Source: an optimization exercise on an open RTL-to-GDS flow (aim: small area). Production flows keep margins and buffers that such runs may drop.
In this exercise RTL edits were held to simulation tests only and were not proved equivalent to the original.
No activity file was given, so power comes from the tool's default toggle rates.

== P ==
==> flow/design.v <==
`default_nettype none
package stackPkg;
    localparam int DEFAULT_ADDR_WIDTH = 7;    
    localparam int DATA_WIDTH = 8;
    typedef logic [DATA_WIDTH-1:0] dataWord;
endpackage
`default_nettype wire
`default_nettype none
package commandPkg;
    typedef logic [3:0] buttonCode;
    typedef enum logic [2:0] {
        cmdNone,
        cmdPush,      
        cmdPop,       
        cmdAdd,       
        cmdSub,       
        cmdTop,       
        cmdIncAddr,   
        cmdDecAddr    
    } calcCommand;
    localparam buttonCode BTN_RELEASED = 4'b0000;   
    localparam buttonCode BTN_CLEAR    = 4'b1010;   
    localparam buttonCode BTN_PUSH     = 4'b0001;
    localparam buttonCode BTN_POP      = 4'b0010;
    localparam buttonCode BTN_ADD      = 4'b0101;
    localparam buttonCode BTN_SUB      = 4'b0110;
    localparam buttonCode BTN_TOP      = 4'b1001;
    localparam buttonCode BTN_DEC_ADDR = 4'b1110;
    localparam buttonCode BTN_INC_ADDR = 4'b1101;
    typedef enum logic [3:0] {
        stIdle,
        stPushWrite,       
        stReadFirst,       
        stCaptureFirst,    
        stClearFirst,      
        stReadSecond,      
        stCaptureSecond,   
        stWriteResult,     
        stPopWrite         
    } seqState;
endpackage
`default_nettype wire
`default_nettype none
module stackMemory
(
    input  wire logic         CLK,
    input  wire logic [7:0]   tapWe,      
    input  wire logic [7:0]   wrData,     
    output logic [7:0][7:0]   tapRd       
);
    logic [7:0][15:0][7:0] ring;
    logic [7:0][15:0][7:0] ringNext;
    always_comb
    begin
        for (int r = 0; r < 8; r++)
        begin
            tapRd[r]       = ring[r][15];
            ringNext[r][0] = tapWe[r] ? wrData : ring[r][15];
            for (int s = 1; s < 16; s++)
                ringNext[r][s] = ring[r][s - 1];
        end
    end
    always_ff @(posedge CLK)
    begin
        ring <= ringNext;
    end
endmodule
`default_nettype wire
`default_nettype none
import stackPkg::*;
import commandPkg::*;
module stackCalculator
(
    input  wire logic      CLK,
    input  wire logic      rst,
    input  commandPkg::buttonCode      buttons,
    input  stackPkg::dataWord        switches,
    output logic [7:0]     leds,
    output stackPkg::dataWord        displayValue
);
    localparam logic [1:0] K_PUSH = 2'd0;    
    localparam logic [1:0] K_SHOW = 2'd1;    
    localparam logic [1:0] K_ADD  = 2'd2;    
    localparam logic [1:0] K_SUB  = 2'd3;    
    logic [3:0] phase;         
    logic       armed;
    logic [6:0] top;           
    logic [6:0] da;
    stackPkg::dataWord dv;     
    logic       pendZ;         
    logic       pendD;         
    logic       sFirst;        
    logic [1:0] kind;
    logic isPush, isPop, isAdd, isSub, isTop, isInc, isDec, isClear, isCmd, fire;
    assign isPush  = (buttons == BTN_PUSH);
    assign isPop   = (buttons == BTN_POP);
    assign isAdd   = (buttons == BTN_ADD);
    assign isSub   = (buttons == BTN_SUB);
    assign isTop   = (buttons == BTN_TOP);
    assign isInc   = (buttons == BTN_INC_ADDR);
    assign isDec   = (buttons == BTN_DEC_ADDR);
    assign isClear = (buttons == BTN_CLEAR);
    assign isCmd   = isPush | isPop | isAdd | isSub | isTop | isInc | isDec;
    assign fire    = armed & isCmd;
    logic empty, canCombine;
    assign empty      = (top == 7'd0);
    assign canCombine = (top != 7'd0) && (top != 7'h7F);
    logic [6:0] step;
    assign step = ((isInc || isDec) ? da : top) + ((isPush || isDec) ? 7'h7F : 7'd1);
    logic [3:0] g, h;
    assign g = phase - top[3:0];
    assign h = phase - da[3:0];
    logic gM1, g0, gP1, hM1, h0, hP1;
    assign gM1 = (g == 4'hF);
    assign g0  = (g == 4'h0);
    assign gP1 = (g == 4'h1);
    assign hM1 = (h == 4'hF);
    assign h0  = (h == 4'h0);
    assign hP1 = (h == 4'h1);
    logic [2:0] tapF, tapE;
    assign tapF = top[6:4] + ((gM1 && top[3:0] == 4'h0) ? 3'h7 : {2'd0, gP1 && top[3:0] == 4'hF});
    assign tapE = da[6:4] + ((hM1 && da[3:0] == 4'h0) ? 3'h7 : {2'd0, hP1 && da[3:0] == 4'hF});
    logic       useE;
    logic [2:0] tap;
    logic [7:0][7:0] tapRd;
    stackPkg::dataWord rd;
    assign tap = useE ? tapE : tapF;
    assign rd  = tapRd[tap];
    logic isSubK;
    stackPkg::dataWord sum, result;
    assign isSubK = (kind == K_SUB);
    assign sum    = rd + dv + {7'd0, isSubK && !sFirst};     
    assign result = (isSubK && sFirst) ? ~sum : sum;         
    logic [6:0] topN, daN;
    logic       pendZN, pendDN, sFirstN, armedN;
    logic [1:0] kindN;
    stackPkg::dataWord dvN;
    logic       we;
    stackPkg::dataWord wrData;
    always_comb
    begin
        topN    = top;
        daN     = da;
        pendZN  = pendZ;
        pendDN  = pendD;
        sFirstN = sFirst;
        kindN   = kind;
        dvN     = dv;
        armedN  = armed;
        we      = 1'b0;
        wrData  = '0;
        useE    = 1'b0;
        if (buttons == BTN_RELEASED)
            armedN = 1'b1;
        else if (isCmd)
            armedN = 1'b0;
        if (fire)
        begin
            pendZN  = 1'b0;
            pendDN  = 1'b0;
            sFirstN = 1'b0;
            useE    = isInc || isDec;
            if (isPush)
            begin
                topN   = step;
                daN    = step;
                dvN    = switches;
                kindN  = K_PUSH;
                we     = gM1;
                wrData = switches;
                pendDN = !gM1;
            end
            else if ((isPop && !empty) || ((isAdd || isSub) && canCombine))
            begin
                topN   = step;
                daN    = step;
                kindN  = isAdd ? K_ADD : (isSub ? K_SUB : K_SHOW);
                we     = g0;
                pendZN = !g0;
                pendDN = !gP1;
                if (g0 && !isPop)
                    dvN = isSub ? ~rd : rd;              
                if (gP1)
                begin
                    if (isPop)
                        dvN = rd;
                    else
                    begin
                        dvN     = isSub ? ~rd : rd;      
                        sFirstN = 1'b1;
                        pendDN  = 1'b1;
                    end
                end
            end
            else if (isTop)
            begin
                daN    = top;
                kindN  = K_SHOW;
                pendDN = !g0;
                if (g0)
                    dvN = rd;
            end
            else if (isInc || isDec)
            begin
                daN    = step;
                kindN  = K_SHOW;
                pendDN = !(isInc ? hP1 : hM1);
                if (isInc ? hP1 : hM1)
                    dvN = rd;
            end
        end
        else if (pendZ && gM1)
        begin
            we     = 1'b1;
            pendZN = 1'b0;
            if (kind[1])
                dvN = sFirst ? result : (isSubK ? ~rd : rd);
        end
        else if (pendD && h0)
        begin
            useE = 1'b1;
            case (kind)
                K_PUSH:
                begin
                    we     = 1'b1;
                    wrData = switches;
                    pendDN = 1'b0;
                end
                K_SHOW:
                begin
                    dvN    = rd;
                    pendDN = 1'b0;
                end
                default:
                begin
                    we     = 1'b1;
                    wrData = sFirst ? dv : result;
                    pendDN = 1'b0;
                    if (!sFirst)
                        dvN = result;
                end
            endcase
        end
        if (isClear)
        begin
            topN = '0;
            daN  = '0;
            dvN  = '0;
        end
        if (rst)
        begin
            armedN = 1'b1;
            topN   = '0;
            daN    = '0;
            dvN    = '0;
            pendZN = 1'b0;
            pendDN = 1'b0;
        end
    end
    logic [7:0] tapWe;
    always_comb
    begin
        tapWe = '0;
        tapWe[tap] = we;
    end
    stackMemory i_stackMemory (
        .CLK    (CLK),
        .tapWe  (tapWe),
        .wrData (wrData),
        .tapRd  (tapRd)
    );
    always_ff @(posedge CLK)
    begin
        phase  <= phase + 4'd1;
        armed  <= armedN;
        top    <= topN;
        da     <= daN;
        dv     <= dvN;
        pendZ  <= pendZN;
        pendD  <= pendDN;
        sFirst <= sFirstN;
        kind   <= kindN;
    end
    assign leds         = {empty, da};
    assign displayValue = dv;
endmodule
`default_nettype wire
==> flow/config.mk <==
export PLATFORM = sky130hd
export DESIGN_NAME = stackCalculator
export DESIGN_NICKNAME = stackCalculator
export VERILOG_FILES = /design/flow/design.v
export SDC_FILE = /design/flow/constraint.sdc
export NUM_CORES = 4
export LEC_CHECK = 0
export CAP_MARGIN = 20
export CORE_MARGIN = 2
export CORE_UTILIZATION = 40
export CTS_BUF_LIST = sky130_fd_sc_hd__clkbuf_8
export CTS_CLUSTER_DIAMETER = 50
export CTS_CLUSTER_SIZE = 18
export SLEW_MARGIN = 20
==> flow/constraint.sdc <==
create_clock -name core_clock -period 6.0 [get_ports {CLK}]
set_input_delay 1.2000 -clock core_clock [delete_from_list [all_inputs] [get_ports {CLK}]]
set_output_delay 1.2000 -clock core_clock [all_outputs]
set_load 0.01 [all_outputs]
run.sh (not shown) runs the stock make flow with config.mk's settings and CLKGATE_MAP_FILE= SYNTH_SCRIPT=/design/flow/synth_recipe.tcl, a recipe that flattens the netlist after the stock synthesis.
## Diff of input files: Q against P
==> flow/design.v, changed modules only <==
module stackCalculator
(
    input  wire logic      CLK,
    input  wire logic      rst,
    input  commandPkg::buttonCode      buttons,
    input  stackPkg::dataWord        switches,
    output logic [7:0]     leds,
    output stackPkg::dataWord        displayValue
);
    localparam logic [1:0] K_PUSH = 2'd0;    
    localparam logic [1:0] K_SHOW = 2'd1;    
    localparam logic [1:0] K_ADD  = 2'd2;    
    localparam logic [1:0] K_SUB  = 2'd3;    
    logic [3:0] phase;         
    logic       armed;
    logic [6:0] top;           
    logic [6:0] da;
    stackPkg::dataWord dv;     
    logic       pendZ;         
    logic       pendD;         
    logic       sFirst;        
    logic [1:0] kind;
    logic isPush, isPop, isAdd, isSub, isTop, isInc, isDec, isClear, isCmd, fire;
    assign isPush  = (buttons == BTN_PUSH);
    assign isPop   = (buttons == BTN_POP);
    assign isAdd   = (buttons == BTN_ADD);
    assign isSub   = (buttons == BTN_SUB);
    assign isTop   = (buttons == BTN_TOP);
    assign isInc   = (buttons == BTN_INC_ADDR);
    assign isDec   = (buttons == BTN_DEC_ADDR);
    assign isClear = (buttons == BTN_CLEAR);
    assign isCmd   = isPush | isPop | isAdd | isSub | isTop | isInc | isDec;
    assign fire    = armed & isCmd;
    logic empty, canCombine;
    assign empty      = (top == 7'd0);
    assign canCombine = (top != 7'd0) && (top != 7'h7F);
    logic [6:0] topM1, topP1, daM1, daP1;
    assign topM1 = top - 7'd1;
    assign topP1 = top + 7'd1;
    assign daM1  = da - 7'd1;
    assign daP1  = da + 7'd1;
    logic [3:0] g, h;
    assign g = phase - top[3:0];
    assign h = phase - da[3:0];
    logic gM1, g0, gP1, hM1, h0, hP1;
    assign gM1 = (g == 4'hF);
    assign g0  = (g == 4'h0);
    assign gP1 = (g == 4'h1);
    assign hM1 = (h == 4'hF);
    assign h0  = (h == 4'h0);
    assign hP1 = (h == 4'h1);
    logic [2:0] tapF, tapE;
    assign tapF = gM1 ? topM1[6:4] : (gP1 ? topP1[6:4] : top[6:4]);
    assign tapE = hM1 ? daM1[6:4] : (hP1 ? daP1[6:4] : da[6:4]);
    logic       useE;
    logic [2:0] tap;
    logic [7:0][7:0] tapRd;
    stackPkg::dataWord rd;
    assign tap = useE ? tapE : tapF;
    assign rd  = tapRd[tap];
    logic isSubK;
    stackPkg::dataWord sum, result, capt;
    assign isSubK = (kind == K_SUB);
    assign sum    = rd + dv + {7'd0, isSubK && !sFirst};     
    assign result = (isSubK && sFirst) ? ~sum : sum;         
    logic [6:0] topN, daN;
    logic       pendZN, pendDN, sFirstN, armedN;
    logic [1:0] kindN;
    stackPkg::dataWord dvN;
    logic       we;
    stackPkg::dataWord wrData;
    always_comb
    begin
        topN    = top;
        daN     = da;
        pendZN  = pendZ;
        pendDN  = pendD;
        sFirstN = sFirst;
        kindN   = kind;
        dvN     = dv;
        armedN  = armed;
        we      = 1'b0;
        wrData  = '0;
        useE    = 1'b0;
        if (buttons == BTN_RELEASED)
            armedN = 1'b1;
        else if (isCmd)
            armedN = 1'b0;
        if (fire)
        begin
            pendZN  = 1'b0;
            pendDN  = 1'b0;
            sFirstN = 1'b0;
            useE    = isInc || isDec;
            if (isPush)
            begin
                topN   = topM1;
                daN    = topM1;
                dvN    = switches;
                kindN  = K_PUSH;
                we     = gM1;
                wrData = switches;
                pendDN = !gM1;
            end
            else if ((isPop && !empty) || ((isAdd || isSub) && canCombine))
            begin
                topN   = topP1;
                daN    = topP1;
                kindN  = isAdd ? K_ADD : (isSub ? K_SUB : K_SHOW);
                we     = g0;
                pendZN = !g0;
                pendDN = !gP1;
                if (g0 && !isPop)
                    dvN = isSub ? ~rd : rd;              
                if (gP1)
                begin
                    if (isPop)
                        dvN = rd;
                    else
                    begin
                        dvN     = isSub ? ~rd : rd;      
                        sFirstN = 1'b1;
                        pendDN  = 1'b1;
                    end
                end
            end
            else if (isTop)
            begin
                daN    = top;
                kindN  = K_SHOW;
                pendDN = !g0;
                if (g0)
                    dvN = rd;
            end
            else if (isInc || isDec)
            begin
                daN    = isInc ? daP1 : daM1;
                kindN  = K_SHOW;
                pendDN = !(isInc ? hP1 : hM1);
                if (isInc ? hP1 : hM1)
                    dvN = rd;
            end
        end
        else if (pendZ && gM1)
        begin
            we     = 1'b1;
            pendZN = 1'b0;
            if (kind[1])
                dvN = sFirst ? result : (isSubK ? ~rd : rd);
        end
        else if (pendD && h0)
        begin
            useE = 1'b1;
            case (kind)
                K_PUSH:
                begin
                    we     = 1'b1;
                    wrData = switches;
                    pendDN = 1'b0;
                end
                K_SHOW:
                begin
                    dvN    = rd;
                    pendDN = 1'b0;
                end
                default:
                begin
                    we     = 1'b1;
                    wrData = sFirst ? dv : result;
                    pendDN = 1'b0;
                    if (!sFirst)
                        dvN = result;
                end
            endcase
        end
        if (isClear)
        begin
            topN = '0;
            daN  = '0;
            dvN  = '0;
        end
        if (rst)
        begin
            armedN = 1'b1;
            topN   = '0;
            daN    = '0;
            dvN    = '0;
            pendZN = 1'b0;
            pendDN = 1'b0;
        end
    end
    logic [7:0] tapWe;
    always_comb
    begin
        tapWe = '0;
        tapWe[tap] = we;
    end
    stackMemory i_stackMemory (
        .CLK    (CLK),
        .tapWe  (tapWe),
        .wrData (wrData),
        .tapRd  (tapRd)
    );
    always_ff @(posedge CLK)
    begin
        phase  <= phase + 4'd1;
        armed  <= armedN;
        top    <= topN;
        da     <= daN;
        dv     <= dvN;
        pendZ  <= pendZN;
        pendD  <= pendDN;
        sFirst <= sFirstN;
        kind   <= kindN;
    end
    assign leds         = {empty, da};
    assign displayValue = dv;
endmodule
[summary]
- Q finished end to end and its layout was clean on timing, DRC and antenna.
- Q does worse than P on wire length of the first global-routing pass.
- P → Q: number of inserted filler cells in the final layout increased about 1.6%, power share of the combinational group went down 1.0 points, aggregate routed wire length now larger, required time at the endpoint of the critical path went down 0.02 ns, final standard cell utilization of the core shrank by 1.1 points.
- On worst hold margin, Q and P are basically level.
- Clock-buffer cell count (P / Q): 1.06

re-timing with driven ports:
The results above use ideal ports. As a check the final layouts listed here were re-extracted and re-timed, cells and wires unchanged.
Step 1 sets driving cells, clkbuf_16 on the clock port and buf_2 on the other inputs (assumed; they add their load-dependent delay and slew).
Step 2 adds t to the input delays and takes it off the output delays; t is the mean of the earliest and latest rising clock arrival at the registers after step 1. Input paths then give back, and output paths get back, about the clock's delay inside the block.
a / b / c = ideal / step 1 / step 2; a / b = the first two.
| run | t, ns | setup WS [ns] | hold slack, ns | cell pins on the clock port's net |
|---|---|---|---|---|
| P | 0.724 | 0.103 / 0.103 / 0.103 | 0.312 / 0.312 / 0.312 | 1 |
| Q | 0.722 | 0.362 / 0.362 / -0.028 | 0.312 / 0.312 / 0.312 | 1 |
Met with ideal ports but missed after step 2: setup timing in Q. The setup slack of Q, which loses most, moves by 0.000 ns with the drivers and by -0.390 ns with both steps.
